This is an optimization exercise on Yosys and OpenROAD, whose aim is a short achievable clock period and few clock cycles, not a production implementation. Function was checked by simulation only, so behaviour that the tests miss may differ from the original.

===== flow/config.mk =====
export PLATFORM = sky130hd
export DESIGN_NAME = riscv_core
export DESIGN_NICKNAME = riscv_core
export VERILOG_FILES = /design/flow/design.v
export SDC_FILE = /design/flow/constraint.sdc
export NUM_CORES = 4
export LEC_CHECK = 0
export ABC_CLOCK_PERIOD_IN_PS = 2800
export CAP_MARGIN = 20
export CORE_MARGIN = 2
export CORE_UTILIZATION = 40
export SETUP_SLACK_MARGIN = 3.2
export SLEW_MARGIN = 20

===== flow/constraint.sdc =====
create_clock -name core_clock -period 6.0 [get_ports {clock}]
set_input_delay 1.2000 -clock core_clock [delete_from_list [all_inputs] [get_ports {clock}]]
set_output_delay 1.2000 -clock core_clock [all_outputs]
set_load 0.01 [all_outputs]

===== flow/design.v =====
package riscv_pkg;
    typedef logic [31:0] word_t;
    typedef logic [4:0] reg_addr_t;
    typedef logic [2:0] alu_op_t;
    localparam alu_op_t ALU_ADD = 3'd0;
    localparam alu_op_t ALU_SUB = 3'd1;
    localparam alu_op_t ALU_AND = 3'd2;
    localparam alu_op_t ALU_OR  = 3'd3;
    localparam alu_op_t ALU_XOR = 3'd4;
    localparam alu_op_t ALU_SLT = 3'd5;
    localparam logic [6:0] OPC_OP     = 7'b0110011;
    localparam logic [6:0] OPC_OP_IMM = 7'b0010011;
    localparam logic [6:0] OPC_LUI    = 7'b0110111;
    localparam logic [6:0] OPC_LOAD   = 7'b0000011;
    localparam logic [6:0] OPC_STORE  = 7'b0100011;
    localparam word_t NOP_INSTR = 32'h0000_0013;
endpackage
module riscv_core #(
    parameter int IMEM_WORDS = 64,
    parameter int DMEM_WORDS = 64
) (
    input  logic                 clock,
    input  logic                 reset,
    input  logic                 start,
    input  riscv_pkg::word_t     prog_address,
    input  logic                 prog_write,
    input  riscv_pkg::word_t     prog_addr,
    input  riscv_pkg::word_t     prog_data,
    output logic                 result_valid,
    output riscv_pkg::reg_addr_t result_reg,
    output riscv_pkg::word_t     result_data
);
    logic        running;
    logic [31:0] imem [64];
    always_ff @(posedge clock) begin
        if (prog_write && !running) begin
            imem[prog_addr[5:0]] <= prog_data;
        end
    end
    logic [5:0]       f0;        
    logic [5:0]       f1;        
    logic [2:0]       qn;        
    logic [3:0][31:0] q;         
    logic [31:0]      fw0;
    logic [31:0]      fw1;
    logic [5:0]       sa0;       
    logic [5:0]       sa1;
    logic [5:0]       fa0;       
    logic [5:0]       fa1;
    assign sa0 = prog_address[7:2];
    assign sa1 = (sa0 == 6'd63) ? 6'd63 : sa0 + 6'd1;
    assign fa0 = running ? f0 : sa0;
    assign fa1 = running ? f1 : sa1;
    assign fw0 = imem[fa0];
    assign fw1 = imem[fa1];
    logic [1:0]       e_we, e_rep, e_ld, e_st;
    logic [1:0][4:0]  e_rd;
    logic [1:0][5:0]  e_op;      
    logic [1:0][3:0]  e_sa, e_sb, e_ss;    
    logic [1:0][31:0] e_va, e_vb, e_vs;    
    logic [1:0]       m_we, m_rep, m_ld, m_st;
    logic [1:0][4:0]  m_rd;
    logic [1:0][31:0] m_val;
    logic [1:0][5:0]  m_idx;
    logic [1:0][31:0] m_sd;
    logic [1:0]       w_we;
    logic [1:0][4:0]  w_rd;
    logic [1:0][31:0] w_val;
    logic [4:0]       rq_cnt;
    logic             rq_full;
    assign rq_full = rq_cnt[4] | rq_cnt[3];
    logic [31:0] regs [32];
    always_ff @(posedge clock) begin
        if (reset) begin
            for (int i = 1; i < 32; i++) begin
                regs[i] <= '0;
            end
        end else begin
            for (int i = 1; i < 32; i++) begin
                if (w_we[1] && w_rd[1] == 5'(i)) begin
                    regs[i] <= w_val[1];
                end else if (w_we[0] && w_rd[0] == 5'(i)) begin
                    regs[i] <= w_val[0];
                end
            end
        end
    end
    function automatic logic [31:0] rf_read(input logic [4:0] r);
        logic [31:0] v;
        v = (r == 5'd0) ? 32'd0 : regs[r];
        if (w_we[0] && w_rd[0] == r) v = w_val[0];
        if (w_we[1] && w_rd[1] == r) v = w_val[1];
        rf_read = v;
    endfunction
    logic [1:0]       d_we, d_rep, d_ld, d_st, d_u1, d_u2, d_uimm, d_haz;
    logic [1:0][4:0]  d_rd, d_rs1, d_rs2;
    logic [1:0][5:0]  d_op;
    logic [1:0][31:0] d_imm;
    logic [1:0][3:0]  d_sa, d_sb, d_ss;
    logic [1:0]       d_fa, d_fb, d_fs;
    logic [1:0][31:0] d_va, d_vb, d_vs;
    function automatic logic [3:0] fwd_sel(input logic [4:0] r, input logic u);
        logic h1, h0, g1, g0;
        h1 = u && e_we[1] && (e_rd[1] == r);
        h0 = u && e_we[0] && (e_rd[0] == r);
        g1 = u && m_we[1] && (m_rd[1] == r);
        g0 = u && m_we[0] && (m_rd[0] == r);
        fwd_sel = {h1, h0 && !h1, g1 && !h0 && !h1, g0 && !g1 && !h0 && !h1};
    endfunction
    function automatic logic load_use(input logic [4:0] r, input logic u);
        logic h1, h0;
        h1 = u && e_we[1] && (e_rd[1] == r);
        h0 = u && e_we[0] && (e_rd[0] == r);
        load_use = (h1 && e_ld[1]) || (h0 && !h1 && e_ld[0]);
    endfunction
    always_comb begin
        for (int s = 0; s < 2; s++) begin
            logic [31:0] w;
            logic [6:0]  opc;
            logic [2:0]  f3;
            logic        is_op, is_opi, is_lui, alu_ok, wr;
            logic [31:0] r1, r2;
            w      = q[s];
            opc    = w[6:0];
            f3     = w[14:12];
            is_op  = (opc == riscv_pkg::OPC_OP);
            is_opi = (opc == riscv_pkg::OPC_OP_IMM);
            is_lui = (opc == riscv_pkg::OPC_LUI);
            d_ld[s] = (opc == riscv_pkg::OPC_LOAD) && (f3 == 3'b010);
            d_st[s] = (opc == riscv_pkg::OPC_STORE) && (f3 == 3'b010);
            alu_ok = (f3 == 3'b000) || (f3 == 3'b010) || (f3 == 3'b100) ||
                     (f3 == 3'b110) || (f3 == 3'b111);
            wr     = ((is_op || is_opi) && alu_ok) || is_lui || d_ld[s];
            d_rd[s]  = w[11:7];
            d_rs1[s] = w[19:15];
            d_rs2[s] = w[24:20];
            d_we[s]  = wr && (w[11:7] != 5'd0);
            d_rep[s] = wr && ((w[11:7] == 5'd9) ||
                              ((w[11:7] >= 5'd18) && (w[11:7] <= 5'd25)));
            d_u1[s]  = ((is_op || is_opi) && alu_ok) || d_ld[s] || d_st[s];
            d_u2[s]  = (is_op && alu_ok) || d_st[s];
            d_uimm[s] = is_opi || is_lui || d_ld[s] || d_st[s];
            d_imm[s] = d_st[s] ? {{20{w[31]}}, w[31:25], w[11:7]} :
                       is_lui  ? {w[31:12], 12'd0} :
                                 {{20{w[31]}}, w[31:20]};
            d_op[s][0] = ((is_op || is_opi) && f3 == 3'b000 && !(is_op && w[30])) ||
                         is_lui || d_ld[s] || d_st[s];
            d_op[s][1] = is_op && f3 == 3'b000 && w[30];
            d_op[s][2] = (is_op || is_opi) && f3 == 3'b111;
            d_op[s][3] = (is_op || is_opi) && f3 == 3'b110;
            d_op[s][4] = (is_op || is_opi) && f3 == 3'b100;
            d_op[s][5] = (is_op || is_opi) && f3 == 3'b010;
            d_sa[s] = fwd_sel(d_rs1[s], d_u1[s]);
            d_sb[s] = fwd_sel(d_rs2[s], d_u2[s] && !d_uimm[s]);
            d_ss[s] = fwd_sel(d_rs2[s], d_st[s]);
            d_haz[s] = load_use(d_rs1[s], d_u1[s]) || load_use(d_rs2[s], d_u2[s]);
            r1 = rf_read(d_rs1[s]);
            r2 = rf_read(d_rs2[s]);
            d_va[s] = (d_u1[s] && d_sa[s] == 4'd0) ? r1 : 32'd0;
            d_vb[s] = d_uimm[s] ? d_imm[s] :
                      (d_u2[s] && d_sb[s] == 4'd0) ? r2 : 32'd0;
            d_vs[s] = (d_ss[s] == 4'd0) ? r2 : 32'd0;
        end
    end
    logic       iss0, iss1;
    logic [1:0] k;
    logic       dep10;
    assign dep10 = d_we[0] && ((d_u1[1] && d_rs1[1] == d_rd[0]) ||
                               (d_u2[1] && d_rs2[1] == d_rd[0]));
    assign iss0  = (qn != 3'd0) && !d_haz[0] && !rq_full;
    assign iss1  = iss0 && (qn >= 3'd2) && !d_haz[1] && !dep10;
    assign k     = {iss1, iss0 && !iss1};
    logic [2:0][3:0][31:0] nq_k;
    logic [2:0][2:0]       qn_k;
    logic [2:0]            acc_k;
    logic [3:0][31:0]      nq;
    logic [2:0]            nqn;
    logic                  accept;
    logic [5:0]            f0_acc, f1_acc;
    always_comb begin
        for (int kk = 0; kk < 3; kk++) begin
            logic [2:0] r;
            r = qn - 3'(kk);
            acc_k[kk] = (qn <= 3'(kk + 2));
            qn_k[kk]  = acc_k[kk] ? r + 3'd2 : r;
            for (int j = 0; j < 4; j++) begin
                if (j + kk < 4 && 3'(j + kk) < qn) begin
                    nq_k[kk][j] = q[(j + kk) % 4];
                end else if (3'(j + kk) == qn) begin
                    nq_k[kk][j] = fw0;
                end else begin
                    nq_k[kk][j] = fw1;
                end
            end
        end
    end
    assign nq     = iss1 ? nq_k[2] : iss0 ? nq_k[1] : nq_k[0];
    assign nqn    = iss1 ? qn_k[2] : iss0 ? qn_k[1] : qn_k[0];
    assign accept = iss1 ? acc_k[2] : iss0 ? acc_k[1] : acc_k[0];
    assign f0_acc = (f0 >= 6'd61) ? 6'd63 : f0 + 6'd2;
    assign f1_acc = (f0 >= 6'd60) ? 6'd63 : f0 + 6'd3;
    always_ff @(posedge clock) begin
        q <= nq;
        if (reset) begin
            running <= 1'b0;
            qn      <= 3'd0;
            f0      <= 6'd0;
            f1      <= 6'd1;
        end else if (!running) begin
            if (start) begin
                running <= 1'b1;
                qn      <= 3'd2;
                f0      <= (sa0 >= 6'd61) ? 6'd63 : sa0 + 6'd2;
                f1      <= (sa0 >= 6'd60) ? 6'd63 : sa0 + 6'd3;
            end else begin
                qn <= 3'd0;
            end
        end else begin
            qn <= nqn;
            if (accept) begin
                f0 <= f0_acc;
                f1 <= f1_acc;
            end
        end
    end
    always_ff @(posedge clock) begin
        for (int s = 0; s < 2; s++) begin
            e_rd[s] <= d_rd[s];
            e_op[s] <= d_op[s];
            e_sa[s] <= d_sa[s];
            e_sb[s] <= d_sb[s];
            e_ss[s] <= d_ss[s];
            e_va[s] <= d_va[s];
            e_vb[s] <= d_vb[s];
            e_vs[s] <= d_vs[s];
        end
        if (reset) begin
            e_we  <= '0;
            e_rep <= '0;
            e_ld  <= '0;
            e_st  <= '0;
        end else begin
            e_we  <= d_we  & {iss1, iss0};
            e_rep <= d_rep & {iss1, iss0};
            e_ld  <= d_ld  & {iss1, iss0};
            e_st  <= d_st  & {iss1, iss0};
        end
    end
    function automatic logic [31:0] operand(input logic [3:0] sel, input logic [31:0] v);
        operand = ({32{sel[3]}} & m_val[1]) | ({32{sel[2]}} & m_val[0]) |
                  ({32{sel[1]}} & w_val[1]) | ({32{sel[0]}} & w_val[0]) | v;
    endfunction
    logic [1:0][31:0] x_a, x_b, x_s, x_res;
    always_comb begin
        for (int s = 0; s < 2; s++) begin
            logic [31:0] sum, diff;
            logic        lt;
            x_a[s] = operand(e_sa[s], e_va[s]);
            x_b[s] = operand(e_sb[s], e_vb[s]);
            x_s[s] = operand(e_ss[s], e_vs[s]);
            sum  = x_a[s] + x_b[s];
            diff = x_a[s] - x_b[s];
            lt   = (x_a[s][31] ^ x_b[s][31]) ? x_a[s][31] : diff[31];
            x_res[s] = ({32{e_op[s][0]}} & sum) |
                       ({32{e_op[s][1]}} & diff) |
                       ({32{e_op[s][2]}} & (x_a[s] & x_b[s])) |
                       ({32{e_op[s][3]}} & (x_a[s] | x_b[s])) |
                       ({32{e_op[s][4]}} & (x_a[s] ^ x_b[s])) |
                       {31'd0, e_op[s][5] & lt};
        end
    end
    always_ff @(posedge clock) begin
        m_val <= x_res;
        m_rd  <= e_rd;
        for (int s = 0; s < 2; s++) begin
            m_idx[s] <= x_res[s][7:2];
            m_sd[s]  <= x_s[s];
        end
        if (reset) begin
            m_we  <= '0;
            m_rep <= '0;
            m_ld  <= '0;
            m_st  <= '0;
        end else begin
            m_we  <= e_we;
            m_rep <= e_rep;
            m_ld  <= e_ld;
            m_st  <= e_st;
        end
    end
    logic [31:0]      dmem [64];
    logic [1:0][31:0] rdata;
    logic [1:0][31:0] mv;        
    assign rdata[0] = dmem[m_idx[0]];
    assign rdata[1] = (m_st[0] && m_idx[0] == m_idx[1]) ? m_sd[0] : dmem[m_idx[1]];
    assign mv[0]    = m_ld[0] ? rdata[0] : m_val[0];
    assign mv[1]    = m_ld[1] ? rdata[1] : m_val[1];
    always_ff @(posedge clock) begin
        for (int i = 0; i < 64; i++) begin
            if (m_st[1] && m_idx[1] == 6'(i)) begin
                dmem[i] <= m_sd[1];
            end else if (m_st[0] && m_idx[0] == 6'(i)) begin
                dmem[i] <= m_sd[0];
            end
        end
    end
    always_ff @(posedge clock) begin
        w_val <= mv;
        w_rd  <= m_rd;
        if (reset) begin
            w_we <= '0;
        end else begin
            w_we <= m_we;
        end
    end
    logic [36:0] rq [16];
    logic [3:0]  rq_wp, rq_rp;
    logic        in0v, in1v, outv;
    logic [36:0] in0, in1, outd;
    assign in0v = m_rep[0] || m_rep[1];
    assign in1v = m_rep[0] && m_rep[1];
    assign in0  = m_rep[0] ? {m_rd[0], mv[0]} : {m_rd[1], mv[1]};
    assign in1  = {m_rd[1], mv[1]};
    assign outv = (rq_cnt != 5'd0) || in0v;
    assign outd = (rq_cnt != 5'd0) ? rq[rq_rp] : in0;
    always_ff @(posedge clock) begin
        if (in0v) rq[rq_wp] <= in0;
        if (in1v) rq[rq_wp + 4'd1] <= in1;
        result_reg  <= outd[36:32];
        result_data <= outd[31:0];
        if (reset) begin
            rq_wp        <= '0;
            rq_rp        <= '0;
            rq_cnt       <= '0;
            result_valid <= 1'b0;
        end else begin
            rq_wp        <= rq_wp + {3'd0, in0v} + {3'd0, in1v};
            rq_rp        <= rq_rp + {3'd0, outv};
            rq_cnt       <= rq_cnt + {4'd0, in0v} + {4'd0, in1v} - {4'd0, outv};
            result_valid <= outv;
        end
    end
endmodule

===== flow/run.sh =====
#!/bin/bash
# synth_recipe.tcl (not shown) runs the flow's synth.tcl, then flattens the netlist and writes it again
# the make line also repeats each setting of config.mk as NAME=value (left out here)
make -C /OpenROAD-flow-scripts/flow DESIGN_CONFIG=/design/flow/config.mk WORK_HOME=/design/flow/orfs CLKGATE_MAP_FILE= SYNTH_SCRIPT=/design/flow/synth_recipe.tcl finish

==> flow_results.org <==
** Die
- The floorplan step set the die height to 933 um.
- Count of pins on the block boundary :: 138
- Row generation in the floorplan step produced 341 rows.
- Initial cell density of the core :: 0.401
- Die Span X :: 933 um

** Synth
- After synthesis, the largest family of logic cells by area is multiplexers.
- When the netlist entered floorplanning its net count stood at 30,200.
- Number of storage elements in the synthesis netlist :: 6,343
- Mux cell area share after synthesis :: 0.176
- In the synthesized netlist the dominant register cell turns out to be sky130_fd_sc_hd__edfxtp_1.
- For this run, the number of Yosys warnings is 35.
- Count of distinct cell types in the synthesized netlist :: 129
- Adder and majority cell fraction of the synthesized area :: 0.00826
- FFs w/ async S/R, synth :: 0
- Post-synth EDFFs :: 4,720
- Area leader, netlist :: sky130_fd_sc_hd__edfxtp_1
- Total standard cell area after synthesis :: 345,000 um2
- Fraction of post-synthesis cell area in the top cell type by area :: 0.411
- Fraction of the mapped netlist area in compound gates :: 0.176
- Of the total synthesized cell area, the portion taken by AND, OR, NAND and NOR gates is 0.0861.
- XOR/XNOR Fraction of Synth Area :: 0.00523
- Syn avg cell area :: 11.5 um2
- Share of the yosys chip area belonging to registers :: 0.505
- Number of cells produced by synthesis :: 29,900
- Cell types with the largest area share after synthesis :: sky130_fd_sc_hd__edfxtp_1 (41%), sky130_fd_sc_hd__dfxtp_1 (9.4%), sky130_fd_sc_hd__mux2_2 (7.1%)

** CTS
- In this run, post-CTS hold repair placed 0 buffers.
- Maximum level of the CTS H-tree :: 6
- Clock tree synthesis found a total of 6,343 sinks.
- The root buffer cell chosen for the clock tree is sky130_fd_sc_hd__clkbuf_16.
- Cts bufs inserted :: 728
- Max Buffers Root-to-Sink :: 4

** Placed design
- I/O Buffers :: 85
- OpenSTA, run right after detailed placement, puts the worst setup slack at -0.424 ns.
- Routability-driven placement finished with a final weighted congestion of 1.11.
- Dpl hpwl :: 1,560,000 um

** GRT
- Global routing finished with a remaining overflow of 7,054.
- Entering global routing, the biggest net connects 145 pins.
- Overall track demand over capacity in global routing :: 0.729
- First-pass GRT wire length :: 4,340,000 um
- Vias in the first global route :: 392,000

** Outcome
- First error message :: [ERROR GRT-0116] Global routing finished with congestion. Check the congestion regions in the DRC Viewer.
- Last stage reached :: global routing (5_1_grt)
- Run status :: stopped before the end
[layer usage]
| metal | overflow | track usage |
|---|---|---|
| met4 | 2042 | 0.594 |
| met1 | 808 | 0.797 |
| met5 | 112 | 0.410 |
| met3 | 886 | 0.624 |
| met2 | 3206 | 0.826 |
[cells by family after synthesis]
family | after synthesis
fa+ha+maj | 222
mux | 4854
xor+xnor | 206
simple gates | 6582
flops | 6343
compound gates | 8018
buf+inv | 3665
[how the worst min path moves through the flow]
stage / endpoint / depth (start not counted) / startpoint
after floorplan: w_rd[0]$_DFF_P_ / 0 / m_rd[0]$_DFF_P_
after global placement: m_sd[13]$_DFF_P_ / 2 / e_vs[13]$_SDFF_PP0_
after detailed placement: m_sd[13]$_DFF_P_ / 2 / e_vs[13]$_SDFF_PP0_
after CTS: m_sd[58]$_DFF_P_ / 2 / e_vs[58]$_SDFF_PP0_
[synthesized netlist by cell type (all sizes together), types with 219 or more instances]
cell / count
clkbuf: 2328
a221oi: 827
and3: 259
a211oi: 1111
buf: 1043
nand2: 2350
a22oi: 2157
nor2: 1915
nor3: 219
mux2i: 1954
inv: 289
a222oi: 381
nand4: 583
a21oi: 872
mux2: 2165
nand3: 695
o21ai: 492
edfxtp: 4720
mux4: 735
dfxtp: 1623
a22o: 799
[through the flow]
step | area (um2) | util | instances
4_1_cts | 473000 | 0.550 | 45600
3_3_place_gp | 376000 | 0.437 | 40500
2_1_floorplan | 350000 | - | 29900
3_5_place_dp | 377000 | 0.437 | 40500
[power by group through the flow]
stage          clock network (mW)  logic [mW]  registers (mW)
2_1_floorplan                   0        19.1            51.2
3_3_place_gp                    0        35.5            54.1
3_5_place_dp                    0        35.9            54.0
4_1_cts                      45.9        46.3            52.9
[what timing repair did]
action	in CTS
buffers inserted	3317
setup endpoints to repair	7264
gates cloned	421
gates resized for setup	6103
pin swaps	1577
Testbench counts, summed over its fixed seeds: cycles 8,553.
